Source: an optimization exercise on an open RTL-to-GDS flow (aim: small area). Production flows keep margins and buffers that such runs may drop.
RTL that was checked went through simulation tests only; none was proved equivalent to the original.
No activity file was given, so power comes from the tool's default toggle rates.

before:
Design ctrl_regs_top, start of the top module:
module ctrl_regs_top (
  input  wire                                             clk,
  input  wire                                             rst_n,
  input  wire ctrl_pkg::addr_t                            awaddr_i,
  input  wire                                             awvalid_i,
  output wire                                             awready_o,
  input  wire ctrl_pkg::data_t                            wdata_i,
  input  wire ctrl_pkg::strb_t                            wstrb_i,
  input  wire                                             wvalid_i,
  output wire                                             wready_o,
  output wire                                             bvalid_o,
  input  wire                                             bready_i,
  input  wire ctrl_pkg::addr_t                            araddr_i,
  input  wire                                             arvalid_i,
  output wire                                             arready_o,
  output wire ctrl_pkg::data_t                            rdata_o,
  output wire                                             rvalid_o,
  input  wire                                             rready_i,
  output wire                                             ap_start_o,
  input  wire                                             ap_done_i,
  input  wire                                             ap_ready_i,
  input  wire                                             ap_idle_i,
  output wire                                             irq_o,
  output wire [2*6*32-1:0]          port_regs_o
);
Size: about 430 flip-flops, about 490 I/O pins, ~15000 um^2 of cells after synthesis.
clock: 10.0 ns
lec_check: 0
abc_area: 1
cap_margin: 5
core_margin: 2
core_utilization: 60
gpl_timing_driven: 0
slew_margin: 5
synth_hierarchical: 1
synth_minimum_keep_size: 0
standard.sh (not shown) runs the stock make flow with config.mk's settings and CLKGATE_MAP_FILE= SYNTH_SCRIPT=/design/flow/synth_recipe.tcl, a recipe that flattens the netlist after the stock synthesis.
==> flow/flow/run.sh <==
#!/bin/bash
# The standard layout, with three changes:
#  - synthesis maps the logic with an area-oriented ABC script (flow/abc_area.script);
#    registers, their names and cells are those of the standard synthesis
#  - the port buffers use the smallest buffer cell
#  - clock tree: fewer, smaller clock buffers and no dummy loads
set -euo pipefail
rm -rf myscripts
cp -r "$FLOW_HOME/scripts" myscripts
cp flow/abc_area.script myscripts/abc_area.script
bash standard.sh SCRIPTS_DIR="$PWD/myscripts" synth > synth_make.log 2>&1
export BUFFER_PORTS_ARGS="-buffer_cell sky130_fd_sc_hd__buf_1"
export CTS_ARGS="-sink_clustering_enable -repair_clock_nets -dont_use_dummy_load -sink_clustering_size 16 -sink_clustering_max_diameter 80 -buf_list sky130_fd_sc_hd__clkbuf_8"
bash standard.sh > layout_make.log 2>&1
==> flow/flow/abc_area.script <==
strash
&get -n
&dch -f
&nf -R 1000
&put
topo
### before -> after
Settings: removing GPL_TIMING_DRIVEN (formerly 0).
Results
Looking at the reports, after completed the entire flow and the layout it produced met the timing, DRC and antenna checks. For before, the worst setup path endpoint was rdata_q[0], unlike after, where it was rdata_q[1]. Diff before..after | number of instances on the worst hold path | unchanged. Comparing before and after, fmax is lower on after. before and after ended up with roughly the same sequential power. Summary of the comparison: final critical path time including I/O delays and setup is higher in after, relative to before.
No run of this note included a check of the RTL's function; only the layout flow was run.

---

ctrl_regs_top, a different RTL version from the one above (not shown whole).
Size in the first run: ~840 cells after synthesis, about 0.015 sq mm of cells after synthesis.
clock: 10.0 ns
lec_check: 0
abc_area: 1
cap_margin: 5
core_margin: 2
core_utilization: 60
place_density: 0.8
slew_margin: 5
synth_hierarchical: 1
synth_minimum_keep_size: 0
Scripts as last shown in full above: flow/flow/run.sh, flow/flow/abc_area.script
==> next run, changes <==
CAP_MARGIN = 0   (was 5)
PLACE_DENSITY = default   (was 0.8)
SLEW_MARGIN = 0   (was 5)
Sequential power barely changes; final area stays flat; die area stays the same; setup slack gets worse by 0.046 ns; via count is lower by 3.3%; non-clock buffer count went up by 1; sequential cell count is unchanged; fmax drops by 0.98%; count of clock-buffer cells in the layout does not change; clock power climbs by about 2%; area after synthesis does not change.
==> next run, changes <==
CAP_MARGIN = 5   (was 0)
SLEW_MARGIN = 5   (was 0)
Effect: Wire length does not change; worst setup slack is unchanged; final cell count is unchanged; synthesized cell count does not change; register-to-register slack barely changes; sequential share of layout area is unchanged; area after synthesis stays the same; hold slack stays the same.
==> next run, changes <==
CORE_UTILIZATION = 50   (was 60)
PLACE_DENSITY = 0.75   (was default)
Outcome: Die area rises by 19%. Final area came out higher by 0.36%. Combinational power barely changes.

---

The RTL this note starts from:
==> flow/design.v <==
`default_nettype none
package ctrl_pkg;
  typedef logic [8-1:0] addr_t;
  typedef logic [32-1:0] data_t;
  typedef logic [32/8-1:0] strb_t;
endpackage
`default_nettype wire
`default_nettype none
module ctrl_regs_top (
  input  wire                                             clk,
  input  wire                                             rst_n,
  input  wire ctrl_pkg::addr_t                            awaddr_i,
  input  wire                                             awvalid_i,
  output wire                                             awready_o,
  input  wire ctrl_pkg::data_t                            wdata_i,
  input  wire ctrl_pkg::strb_t                            wstrb_i,
  input  wire                                             wvalid_i,
  output wire                                             wready_o,
  output wire                                             bvalid_o,
  input  wire                                             bready_i,
  input  wire ctrl_pkg::addr_t                            araddr_i,
  input  wire                                             arvalid_i,
  output wire                                             arready_o,
  output wire ctrl_pkg::data_t                            rdata_o,
  output wire                                             rvalid_o,
  input  wire                                             rready_i,
  output wire                                             ap_start_o,
  input  wire                                             ap_done_i,
  input  wire                                             ap_ready_i,
  input  wire                                             ap_idle_i,
  output wire                                             irq_o,
  output wire [2*6*32-1:0]          port_regs_o
);
  logic [1:0] wst_q;
  logic [3:0] widx_q;
  logic       aw_hit;
  logic       w_hs;
  assign awready_o = ~wst_q[1] & ~wst_q[0];
  assign wready_o  = wst_q[0];
  assign bvalid_o  = wst_q[1] & ~wst_q[0];
  assign aw_hit = (awaddr_i[7:6] == 2'b00) && (awaddr_i[1:0] == 2'b00);
  assign w_hs   = wvalid_i & wst_q[0] & ~wst_q[1];
  always_ff @(posedge clk) begin
    if (!rst_n) begin
      wst_q <= 2'b00;
    end else begin
      case (wst_q)
        2'b00:   if (awvalid_i) wst_q <= {~aw_hit, 1'b1};
        2'b10:   if (bready_i)  wst_q <= 2'b00;
        default: if (wvalid_i)  wst_q <= 2'b10;
      endcase
    end
  end
  always_ff @(posedge clk) begin
    if (awready_o) begin
      widx_q <= awaddr_i[5:2];
    end
  end
  logic [15:0] wsel;
  logic [31:0] wd;
  logic [3:0]  lane;
  always_comb begin
    wsel = '0;
    wsel[widx_q] = w_hs;
  end
  assign lane = wstrb_i;
  assign wd   = wdata_i & {32{rst_n}};
  logic [31:0] preg_q [12];
  for (genvar k = 0; k < 12; k++) begin : g_word
    for (genvar b = 0; b < 4; b++) begin : g_lane
      logic en;
      assign en = (wsel[k+4] & lane[b]) | ~rst_n;
      always_ff @(posedge clk) begin
        if (en) begin
          preg_q[k][8*b +: 8] <= wd[8*b +: 8];
        end
      end
    end
  end
  for (genvar p = 0; p < 2; p++) begin : g_port
    assign port_regs_o[192*p +: 192] = {preg_q[6*p+1], preg_q[6*p+0],
                                        preg_q[6*p+3], preg_q[6*p+2],
                                        preg_q[6*p+4], preg_q[6*p+5]};
  end
  logic       start_q;
  logic       done_q;
  logic       auto_restart_q;
  logic       gie_q;
  logic [1:0] ier_q;
  logic [1:0] isr_q;
  logic       wr_ctrl;
  logic       wr_gie;
  logic       wr_ier;
  logic       wr_isr;
  logic       rd_ctrl;
  assign wr_ctrl = wsel[0] & lane[0];
  assign wr_gie  = wsel[1] & lane[0];
  assign wr_ier  = wsel[2] & lane[0];
  assign wr_isr  = wsel[3] & lane[0];
  assign rd_ctrl = arvalid_i & arready_o & (araddr_i == 8'h00);
  assign ap_start_o = start_q;
  assign irq_o      = gie_q & (isr_q[0] | isr_q[1]);
  always_ff @(posedge clk) begin
    if (wr_ctrl | ~rst_n) auto_restart_q <= wd[7];
    if (wr_gie  | ~rst_n) gie_q          <= wd[0];
    if (wr_ier  | ~rst_n) ier_q          <= wd[1:0];
  end
  always_ff @(posedge clk) begin
    if (!rst_n) begin
      start_q <= 1'b0;
      done_q  <= 1'b0;
      isr_q   <= 2'b00;
    end else begin
      if (wr_ctrl && wdata_i[0]) begin
        start_q <= 1'b1;
      end else if (ap_ready_i) begin
        start_q <= auto_restart_q;
      end
      if (ap_done_i) begin
        done_q <= 1'b1;
      end else if (rd_ctrl) begin
        done_q <= 1'b0;
      end
      isr_q <= {ier_q[1] & ap_ready_i, ier_q[0] & ap_done_i} |
               (isr_q ^ (wdata_i[1:0] & {2{wr_isr}}));
    end
  end
  logic        rd_q;
  logic [31:0] rword;
  logic [31:0] rdata_q;
  logic        ar_hit;
  assign arready_o = ~rd_q;
  assign rvalid_o  = rd_q;
  assign rdata_o   = rdata_q;
  always_ff @(posedge clk) begin
    if (!rst_n) begin
      rd_q <= 1'b0;
    end else if (rd_q) begin
      rd_q <= ~rready_i;
    end else begin
      rd_q <= arvalid_i;
    end
  end
  assign ar_hit = (araddr_i[7:6] == 2'b00) && (araddr_i[1:0] == 2'b00);
  logic [15:0] rsel;
  logic [31:0] ctrl_word;
  always_comb begin
    rsel = '0;
    rsel[araddr_i[5:2]] = ar_hit;
  end
  always_comb begin
    ctrl_word = '0;
    ctrl_word[7] = auto_restart_q & rsel[0];
    ctrl_word[3] = ap_ready_i & rsel[0];
    ctrl_word[2] = ap_idle_i & rsel[0];
    ctrl_word[1] = (done_q & rsel[0]) | (ier_q[1] & rsel[2]) | (isr_q[1] & rsel[3]);
    ctrl_word[0] = (start_q & rsel[0]) | (gie_q & rsel[1]) | (ier_q[0] & rsel[2]) |
                   (isr_q[0] & rsel[3]);
  end
  for (genvar i = 0; i < 32; i++) begin : g_rbit
    logic [3:0] grp_n;
    for (genvar g = 0; g < 4; g++) begin : g_grp
      rd_aoi222 u_aoi (
        .a0 (preg_q[3*g+0][i]), .s0 (rsel[3*g+4]),
        .a1 (preg_q[3*g+1][i]), .s1 (rsel[3*g+5]),
        .a2 (preg_q[3*g+2][i]), .s2 (rsel[3*g+6]),
        .y  (grp_n[g])
      );
    end
    assign rword[i] = ~(&grp_n) | ctrl_word[i];
  end
  always_ff @(posedge clk) begin
    if (arvalid_i & arready_o) begin
      rdata_q <= rword;
    end
  end
endmodule
`default_nettype wire
module rd_aoi222 (
  input  wire a0,
  input  wire s0,
  input  wire a1,
  input  wire s1,
  input  wire a2,
  input  wire s2,
  output wire y
);
  assign y = ~((a0 & s0) | (a1 & s1) | (a2 & s2));
endmodule
==> flow/config.mk <==
export PLATFORM = sky130hd
export DESIGN_NAME = ctrl_regs_top
export DESIGN_NICKNAME = ctrl_regs_top
export VERILOG_FILES = /design/flow/design.v
export SDC_FILE = /design/flow/constraint.sdc
export NUM_CORES = 4
export LEC_CHECK = 0
export ABC_AREA = 1
export CAP_MARGIN = 20
export CORE_MARGIN = 2
export CORE_UTILIZATION = 60
export SLEW_MARGIN = 20
export SYNTH_HIERARCHICAL = 1
export SYNTH_MINIMUM_KEEP_SIZE = 0
==> flow/constraint.sdc <==
create_clock -name core_clock -period 10.0 [get_ports {clk}]
set_input_delay 2.0000 -clock core_clock [delete_from_list [all_inputs] [get_ports {clk}]]
set_output_delay 2.0000 -clock core_clock [all_outputs]
set_load 0.01 [all_outputs]
==> flow/flow/run.sh <==
#!/bin/bash
# The standard layout, with three changes:
#  - synthesis maps the logic with an area-oriented ABC script (flow/abc_area.script);
#    registers, their names and cells are those of the standard synthesis
#  - the port buffers use the smallest buffer cell
#  - clock tree: fewer, smaller clock buffers and no dummy loads
set -euo pipefail
rm -rf myscripts
cp -r "$FLOW_HOME/scripts" myscripts
cp flow/abc_area.script myscripts/abc_area.script
bash standard.sh SCRIPTS_DIR="$PWD/myscripts" synth > synth_make.log 2>&1
export BUFFER_PORTS_ARGS="-buffer_cell sky130_fd_sc_hd__buf_1"
export CTS_ARGS="-sink_clustering_enable -repair_clock_nets -dont_use_dummy_load -sink_clustering_size 20 -sink_clustering_max_diameter 100 -buf_list sky130_fd_sc_hd__clkbuf_8"
bash standard.sh > layout_make.log 2>&1
Scripts as last shown in full above: flow/flow/abc_area.script
==> next run, changes <==
--- a/flow/flow/run.sh
+++ b/flow/flow/run.sh
@@ -12,3 +12,3 @@
 export BUFFER_PORTS_ARGS="-buffer_cell sky130_fd_sc_hd__buf_1"
-export CTS_ARGS="-sink_clustering_enable -repair_clock_nets -dont_use_dummy_load -sink_clustering_size 20 -sink_clustering_max_diameter 100 -buf_list sky130_fd_sc_hd__clkbuf_8"
+export CTS_ARGS="-sink_clustering_enable -repair_clock_nets -dont_use_dummy_load -sink_clustering_size 16 -sink_clustering_max_diameter 80 -buf_list sky130_fd_sc_hd__clkbuf_8"
 bash standard.sh > layout_make.log 2>&1
=> Count of clock-buffer cells in the layout rises by 5; die area stays the same; flip-flop and latch count is unchanged; worst setup slack gets better by 0.054 ns.

re-timing with driven ports:
In the flow no input, the clock included, has a driving cell. The finished layouts below were timed again as built, in two steps.
Step 1 sets driving cells, clkbuf_16 on the clock port and buf_2 on the other inputs (assumed; they add their load-dependent delay and slew).
Step 2 adds t to the input delays and takes it off the output delays; t is the mean of the earliest and latest rising clock arrival at the registers after step 1. Input paths then give back, and output paths get back, about the clock's delay inside the block.
Slacks: ideal ports / drivers / drivers and shift; pairs: ideal ports / drivers.
| run | t, ns | setup slack, ns | slew at the worst register clock pin (ns) |
|---|---|---|---|
| before | 0.641 | 5.901 / 5.927 / 5.286 | 0.10 / 0.10 |
| after | 0.651 | 5.644 / 5.671 / 5.020 | 0.10 / 0.10 |
| the first run of note 2 | 0.631 | 5.306 / 5.326 / 4.694 | 0.10 / 0.10 |
| the second run of note 2 | 0.658 | 5.259 / 5.286 / 4.628 | 0.10 / 0.10 |
| the third run of note 2 | 0.658 | 5.259 / 5.286 / 4.628 | 0.10 / 0.10 |
| the fourth run of note 2 | 0.649 | 5.717 / 5.744 / 5.095 | 0.11 / 0.11 |
| the first run of note 3 | 0.612 | 5.182 / 5.212 / 4.600 | 0.12 / 0.12 |
| the second run of note 3 | 0.653 | 5.237 / 5.267 / 4.614 | 0.10 / 0.10 |
After both steps setup and hold are still met in every run listed.
